Context: an optimization exercise on an open-source flow, tuned for a short achievable clock period and few clock cycles. The choices shown serve that exercise and are no tape-out recipe.
In this exercise RTL edits were held to simulation tests only and were not proved equivalent to the original.
No driver is modelled on the clock port, so clocking that relies on it looks cheaper here than on a real chip.
No activity file was given, so power comes from the tool's default toggle rates.

old:
## vfifo_top
module vfifo_top (
	input logic clk_axi,
	input logic rst_axi_n,
	input vfifo_cfg_pkg::word_t in_data,
	input logic in_valid,
	output logic in_ready,
	output vfifo_cfg_pkg::word_t out_data,
	output logic out_valid,
	input logic out_ready,
	output logic [vfifo_cfg_pkg::occ_width-1:0] occupancy,
	output logic [vfifo_cfg_pkg::addr_width-1:0] awaddr,
	output logic [7:0] awlen,
	output logic awvalid,
	input logic awready,
	output vfifo_cfg_pkg::word_t wdata,
	output logic wlast,
	output logic wvalid,
	input logic wready,
	input logic [1:0] bresp,
	input logic bvalid,
	output logic bready,
	output logic [vfifo_cfg_pkg::addr_width-1:0] araddr,
	output logic [7:0] arlen,
	output logic arvalid,
	input logic arready,
	input vfifo_cfg_pkg::word_t rdata,
	input logic [1:0] rresp,
	input logic rlast,
	input logic rvalid,
	output logic rready
);
	localparam int word_width = vfifo_cfg_pkg::word_width;
	localparam int burst_beats = vfifo_cfg_pkg::burst_beats;
	localparam int beat_width = vfifo_cfg_pkg::beat_width;
	localparam int buf_depth = vfifo_cfg_pkg::buf_depth;
	localparam int level_width = vfifo_cfg_pkg::level_width;
	localparam int slot_width = vfifo_cfg_pkg::slot_width;
	typedef vfifo_cfg_pkg::word_t word_t;
	word_t in_word;
	logic in_taken;
  ...
clock: 5.0 ns
lec_check: 0
abc_clock_period_in_ps: 2000
cap_margin: 20
core_margin: 2
core_utilization: 65
place_density: 0.75
setup_slack_margin: 3.0
slew_margin: 20
run.sh (not shown) runs the stock make flow with config.mk's settings and CLKGATE_MAP_FILE= SYNTH_SCRIPT=/design/flow/synth_recipe.tcl, a recipe that flattens the netlist after the stock synthesis.
old did not stop at any stage, and its layout met the timing, DRC and antenna checks.
Testbench counts of old, summed over its fixed seeds: cycles 17,205.
Relative to old, the following input files were edited for new:
- PLACE_DENSITY: 0.75 -> 0.88
- CORE_UTILIZATION: 65 -> 80
### Flow results
new never completed; the flow aborted with a tool error in global routing.
Changes observed in new relative to old: routability-driven placement congestion ratio higher, post-place instance area lower, hold-fix buffer count after cts roughly the same, number of distinct standard cells referenced by the synthesized netlist roughly the same, largest buffer count on any clock path lower.
Row post-DP HPWL: new higher / old lower

* * *

Setup of wip/harbor:
Another version of the RTL of vfifo_top (not shown whole).
Size in the first run: ~6,200 cells after synthesis, ~2,800 flip-flops, roughly 200 I/O pins, about 100,000 sq um of cells after synthesis.
==> flow/config.mk <==
export PLATFORM = sky130hd
export DESIGN_NAME = vfifo_top
export DESIGN_NICKNAME = vfifo_top
export VERILOG_FILES = /design/flow/design.v
export SDC_FILE = /design/flow/constraint.sdc
export NUM_CORES = 4
export LEC_CHECK = 0
export ABC_CLOCK_PERIOD_IN_PS = 2000
export CAP_MARGIN = 20
export CORE_MARGIN = 2
export CORE_UTILIZATION = 65
export CTS_CLUSTER_DIAMETER = 60
export CTS_CLUSTER_SIZE = 30
export PLACE_DENSITY = 0.75
export SETUP_SLACK_MARGIN = 3.0
export SLEW_MARGIN = 20
==> flow/constraint.sdc <==
create_clock -name core_clock -period 5.0 [get_ports {clk_axi}]
set_input_delay 1.0000 -clock core_clock [delete_from_list [all_inputs] [get_ports {clk_axi}]]
set_output_delay 1.0000 -clock core_clock [all_outputs]
set_load 0.01 [all_outputs]
standard.sh (not shown) runs the stock make flow with config.mk's settings and CLKGATE_MAP_FILE= SYNTH_SCRIPT=/design/flow/synth_recipe.tcl, a recipe that flattens the netlist after the stock synthesis.
==> flow/flow/run.sh <==
#!/bin/bash
# Own layout flow: the standard flow (standard.sh) with two changes.
#  1. Port buffers are sky130_fd_sc_hd__buf_4 (BUFFER_PORTS_ARGS) instead of the resizer's
#     default pick, a delay cell.
#  2. After CTS, the clock root buffer is split into 4 buffers that the clock port drives
#     directly (flow/split_root.tcl), one per quarter of the old root's sinks; the rest of
#     the tree is kept. Then the standard flow continues from global routing.
# Each tool's full output goes to a log file of its own in this folder.
set -euo pipefail
export BUFFER_PORTS_ARGS="-buffer_cell sky130_fd_sc_hd__buf_4"
R=orfs/results/${FLOW_PLATFORM}/vfifo_top/base

bash standard.sh cts > std_to_cts.log 2>&1

cp "$R/4_cts.odb" "$R/4_cts_std.odb"
PLATFORM_DIR="$FLOW_HOME/platforms/$FLOW_PLATFORM" ODB_IN="$R/4_cts_std.odb" \
	SDC_IN="$R/4_cts.sdc" ODB_OUT="$R/4_cts.odb" NROOT=4 \
	openroad -no_init -exit flow/split_root.tcl > split_root.log 2>&1

bash standard.sh finish > std_finish.log 2>&1
test -s out/final.def
==> flow/flow/split_root.tcl <==
# Split the clock tree's root buffer into NROOT copies: the clock port drives NROOT
# clkbuf_16 roots, each placed at the middle of, and driving, the root's old sinks in one
# part of the die (split by recursive bisection, equal counts). The tree below is kept,
# so every register's clock path keeps its depth and stays balanced.
# Reads $::env(ODB_IN) and $::env(SDC_IN), writes $::env(ODB_OUT).
set p $::env(PLATFORM_DIR)
read_liberty $p/lib/sky130_fd_sc_hd__tt_025C_1v80.lib
read_db $::env(ODB_IN)
read_sdc $::env(SDC_IN)
source $p/setRC.tcl
set nroot $::env(NROOT)
set block [ord::get_db_block]
set db [ord::get_db]
set master [$db findMaster sky130_fd_sc_hd__clkbuf_16]
set clknet [$block findNet clk_axi]
# the root buffer: the one cell the clock port drives
set roots {}
foreach it [$clknet getITerms] { lappend roots [$it getInst] }
if {[llength $roots] != 1} { error "expected one root, got [llength $roots]" }
set root [lindex $roots 0]
set rootout [[$root findITerm X] getNet]
set sinks {}
foreach it [$rootout getITerms] {
  if {[$it isInputSignal] || [[$it getMTerm] getSigType] eq "CLOCK" || [$it getIoType] eq "INPUT"} {
    if {[$it getInst] ne $root} { lappend sinks $it }
  }
}
puts "root [$root getName] drives [llength $sinks] sinks"
proc loc {it} { set b [[$it getInst] getBBox]; return [list [expr {([$b xMin]+[$b xMax])/2}] [expr {([$b yMin]+[$b yMax])/2}]] }
# recursive bisection into nroot groups
proc bisect {items n axis} {
  if {$n <= 1} { return [list $items] }
  set sorted [lsort -integer -index 1 [lmap it $items {list $it [lindex [loc $it] $axis]}]]
  set half [expr {[llength $sorted] / 2}]
  set a [lmap x [lrange $sorted 0 [expr {$half-1}]] {lindex $x 0}]
  set b [lmap x [lrange $sorted $half end] {lindex $x 0}]
  set na [expr {$n / 2}]
  return [concat [bisect $a $na [expr {1-$axis}]] [bisect $b [expr {$n-$na}] [expr {1-$axis}]]]
}
set core [$block getCoreArea]
set axis [expr {([$core dx] >= [$core dy]) ? 0 : 1}]
set groups [bisect $sinks $nroot $axis]
set k 0
foreach g $groups {
  set sx 0; set sy 0
  foreach it $g { lassign [loc $it] x y; incr sx $x; incr sy $y }
  set cx [expr {$sx / [llength $g]}]; set cy [expr {$sy / [llength $g]}]
  if {$k == 0} {
    set buf $root
    set net $rootout
  } else {
    set buf [odb::dbInst_create $block $master "clkbuf_root_${k}_clk_axi"]
    set net [odb::dbNet_create $block "clknet_root_${k}_clk_axi"]
    $net setSigType CLOCK
    [$buf findITerm A] connect $clknet
    [$buf findITerm X] connect $net
    foreach it $g { $it disconnect; $it connect $net }
  }
  $buf setLocation [expr {$cx - [$master getWidth]/2}] [expr {$cy - [$master getHeight]/2}]
  $buf setPlacementStatus PLACED
  puts "group $k: [llength $g] sinks at ($cx, $cy)"
  incr k
}
detailed_placement
check_placement
estimate_parasitics -placement
set_propagated_clock [all_clocks]
report_clock_latency
write_db $::env(ODB_OUT)
Testbench counts of wip/harbor, summed over its fixed seeds: cycles 17,189.
Setup changes, wip/harbor to wip/xenon
==> flow/flow/run.sh <==
#!/bin/bash
# Own layout flow: the standard flow (standard.sh) with three changes.
#  1. Port buffers are sky130_fd_sc_hd__buf_4 (BUFFER_PORTS_ARGS) instead of the resizer's
#     default pick, a delay cell.
#  2. After placement, each output port's buffer is moved next to the register that drives
#     it (flow/move_out_buf.tcl) and the placement is legalized again.
#  3. After CTS, the clock root buffer is split into 4 buffers that the clock port drives
#     directly (flow/split_root.tcl), one per quarter of the old root's sinks; the rest of
#     the tree is kept. Then the standard flow continues from global routing.
# Each tool's full output goes to a log file of its own in this folder.
set -euo pipefail
export BUFFER_PORTS_ARGS="-buffer_cell sky130_fd_sc_hd__buf_4"
R=orfs/results/${FLOW_PLATFORM}/vfifo_top/base
PD="$FLOW_HOME/platforms/$FLOW_PLATFORM"

bash standard.sh place > std_to_place.log 2>&1

cp "$R/3_place.odb" "$R/3_place_std.odb"
PLATFORM_DIR="$PD" ODB_IN="$R/3_place_std.odb" SDC_IN="$R/3_place.sdc" ODB_OUT="$R/3_place.odb" \
	openroad -no_init -exit flow/move_out_buf.tcl > move_out_buf.log 2>&1

bash standard.sh cts > std_cts.log 2>&1

cp "$R/4_cts.odb" "$R/4_cts_std.odb"
PLATFORM_DIR="$PD" ODB_IN="$R/4_cts_std.odb" SDC_IN="$R/4_cts.sdc" ODB_OUT="$R/4_cts.odb" NROOT=4 \
	openroad -no_init -exit flow/split_root.tcl > split_root.log 2>&1

bash standard.sh finish > std_finish.log 2>&1
test -s out/final.def
==> flow/flow/move_out_buf.tcl (new file) <==
# Place each output port's buffer next to the register that drives it, so that the register
# drives a short wire and the (stronger) port buffer drives the wire to the pin. Then legalize.
# Reads $::env(ODB_IN) and $::env(SDC_IN), writes $::env(ODB_OUT).
set p $::env(PLATFORM_DIR)
read_liberty $p/lib/sky130_fd_sc_hd__tt_025C_1v80.lib
read_db $::env(ODB_IN)
read_sdc $::env(SDC_IN)
source $p/setRC.tcl
set block [ord::get_db_block]
proc driver {net} {
  foreach it [$net getITerms] { if {[$it isOutputSignal]} { return $it } }
  return ""
}
set moved 0
foreach bt [$block getBTerms] {
  if {[$bt getIoType] ne "OUTPUT"} continue
  set d [driver [$bt getNet]]
  if {$d eq ""} continue
  set buf [$d getInst]
  set a [$buf findITerm A]
  if {$a eq "NULL" || $a eq ""} continue
  set fd [driver [$a getNet]]
  if {$fd eq ""} continue
  set ff [$fd getInst]
  if {![string match "*__df*" [[$ff getMaster] getName]]} continue
  lassign [$ff getLocation] fx fy
  $buf setLocation $fx $fy
  incr moved
}
puts "moved $moved output buffers"
detailed_placement
check_placement
write_db $::env(ODB_OUT)
## What came out
wip/harbor was larger in final cell area than wip/xenon. Internal power summed over all cells across wip/harbor and wip/xenon: no real change. Between wip/harbor and wip/xenon, least setup slack across all paths after layout increased. ~same via count in wip/harbor and wip/xenon. NOTE: hold slack in wip/xenon falls short of that of wip/harbor. On wip/xenon: insertion delay to the later sink of the worst-skew pair is 0.02 ns higher than what wip/harbor gave. Between wip/harbor and wip/xenon, clock-buffer cell count is lower for wip/xenon, wip/harbor comes in above that. wip/xenon vs. wip/harbor: routed wire length saw a decrease, final instance count without filler cells saw little to no change, global-route usage saw little to no change. Looking at wip/harbor and wip/xenon, the vias per cell is a wash.
What wip/delta does differently from wip/xenon at the input level:
diff --git a/flow/flow/run.sh b/flow/flow/run.sh
--- a/flow/flow/run.sh
+++ b/flow/flow/run.sh
@@ -1,3 +1,3 @@
 #!/bin/bash
-# Own layout flow: the standard flow (standard.sh) with three changes.
+# Own layout flow: the standard flow (standard.sh) with four changes.
 #  1. Port buffers are sky130_fd_sc_hd__buf_4 (BUFFER_PORTS_ARGS) instead of the resizer's
@@ -6,3 +6,4 @@
 #     it (flow/move_out_buf.tcl) and the placement is legalized again.
-#  3. After CTS, the clock root buffer is split into 4 buffers that the clock port drives
+#  3. CTS routes the clock nets with a non-default rule (double spacing, -apply_ndr full).
+#  4. After CTS, the clock root buffer is split into 4 buffers that the clock port drives
 #     directly (flow/split_root.tcl), one per quarter of the old root's sinks; the rest of
@@ -12,2 +13,3 @@
 export BUFFER_PORTS_ARGS="-buffer_cell sky130_fd_sc_hd__buf_4"
+export CTS_ARGS="-sink_clustering_enable -repair_clock_nets -sink_clustering_size 30 -sink_clustering_max_diameter 60 -apply_ndr full"
 R=orfs/results/${FLOW_PLATFORM}/vfifo_top/base
### Flow results
Sequential share of cell area of wip/xenon is on par with wip/delta.
Final-report setup violation count came out exactly the same in wip/xenon and wip/delta.
Re actual slew at the worst max-slew pin: no difference whatsoever between wip/delta and wip/xenon.
In terms of pin count of the biggest net entering global routing, wip/xenon and wip/delta differ only marginally.
Per-cell via count in the routed design essentially unchanged between wip/delta and wip/xenon.
Re cell count: no difference whatsoever between wip/xenon and wip/delta.
Comparing wip/xenon against wip/delta, there is no change at all in synthesized area.

static timing again, ports no longer ideal:
The results above use ideal ports. As a check the final layouts listed here were re-extracted and re-timed, cells and wires unchanged.
Step 1 assumes that a clkbuf_16 drives the clock port and a buf_2 every other input.
Step 2 also shifts input and output timing later by t, the mid clock arrival at the registers, as if the neighbouring blocks saw the same clock.
Slacks: ideal ports / drivers / drivers and shift; pairs: ideal ports / drivers.
| run | t, ns | slack for setup (ns) | clock arrival spread, ns | worst register clock-pin slew, ns | worst slew at a driven data input, ns |
|---|---|---|---|---|---|
| old | 0.990 | 2.566 / 2.477 / 1.834 | 0.064 / 0.064 | 0.07 / 0.07 | 0.12 |
| wip/harbor | 0.728 | 2.865 / 2.693 / 2.391 | 0.052 / 0.051 | 0.11 / 0.11 | 0.08 |
| wip/xenon | 0.743 | 2.916 / 2.742 / 2.384 | 0.058 / 0.058 | 0.11 / 0.11 | 0.08 |
| wip/delta | 0.743 | 2.916 / 2.742 / 2.384 | 0.058 / 0.058 | 0.11 / 0.11 | 0.08 |
After both steps setup and hold are still met in every run listed. The setup slack of old, which loses most, moves by -0.089 ns with the drivers and by -0.732 ns with both steps.
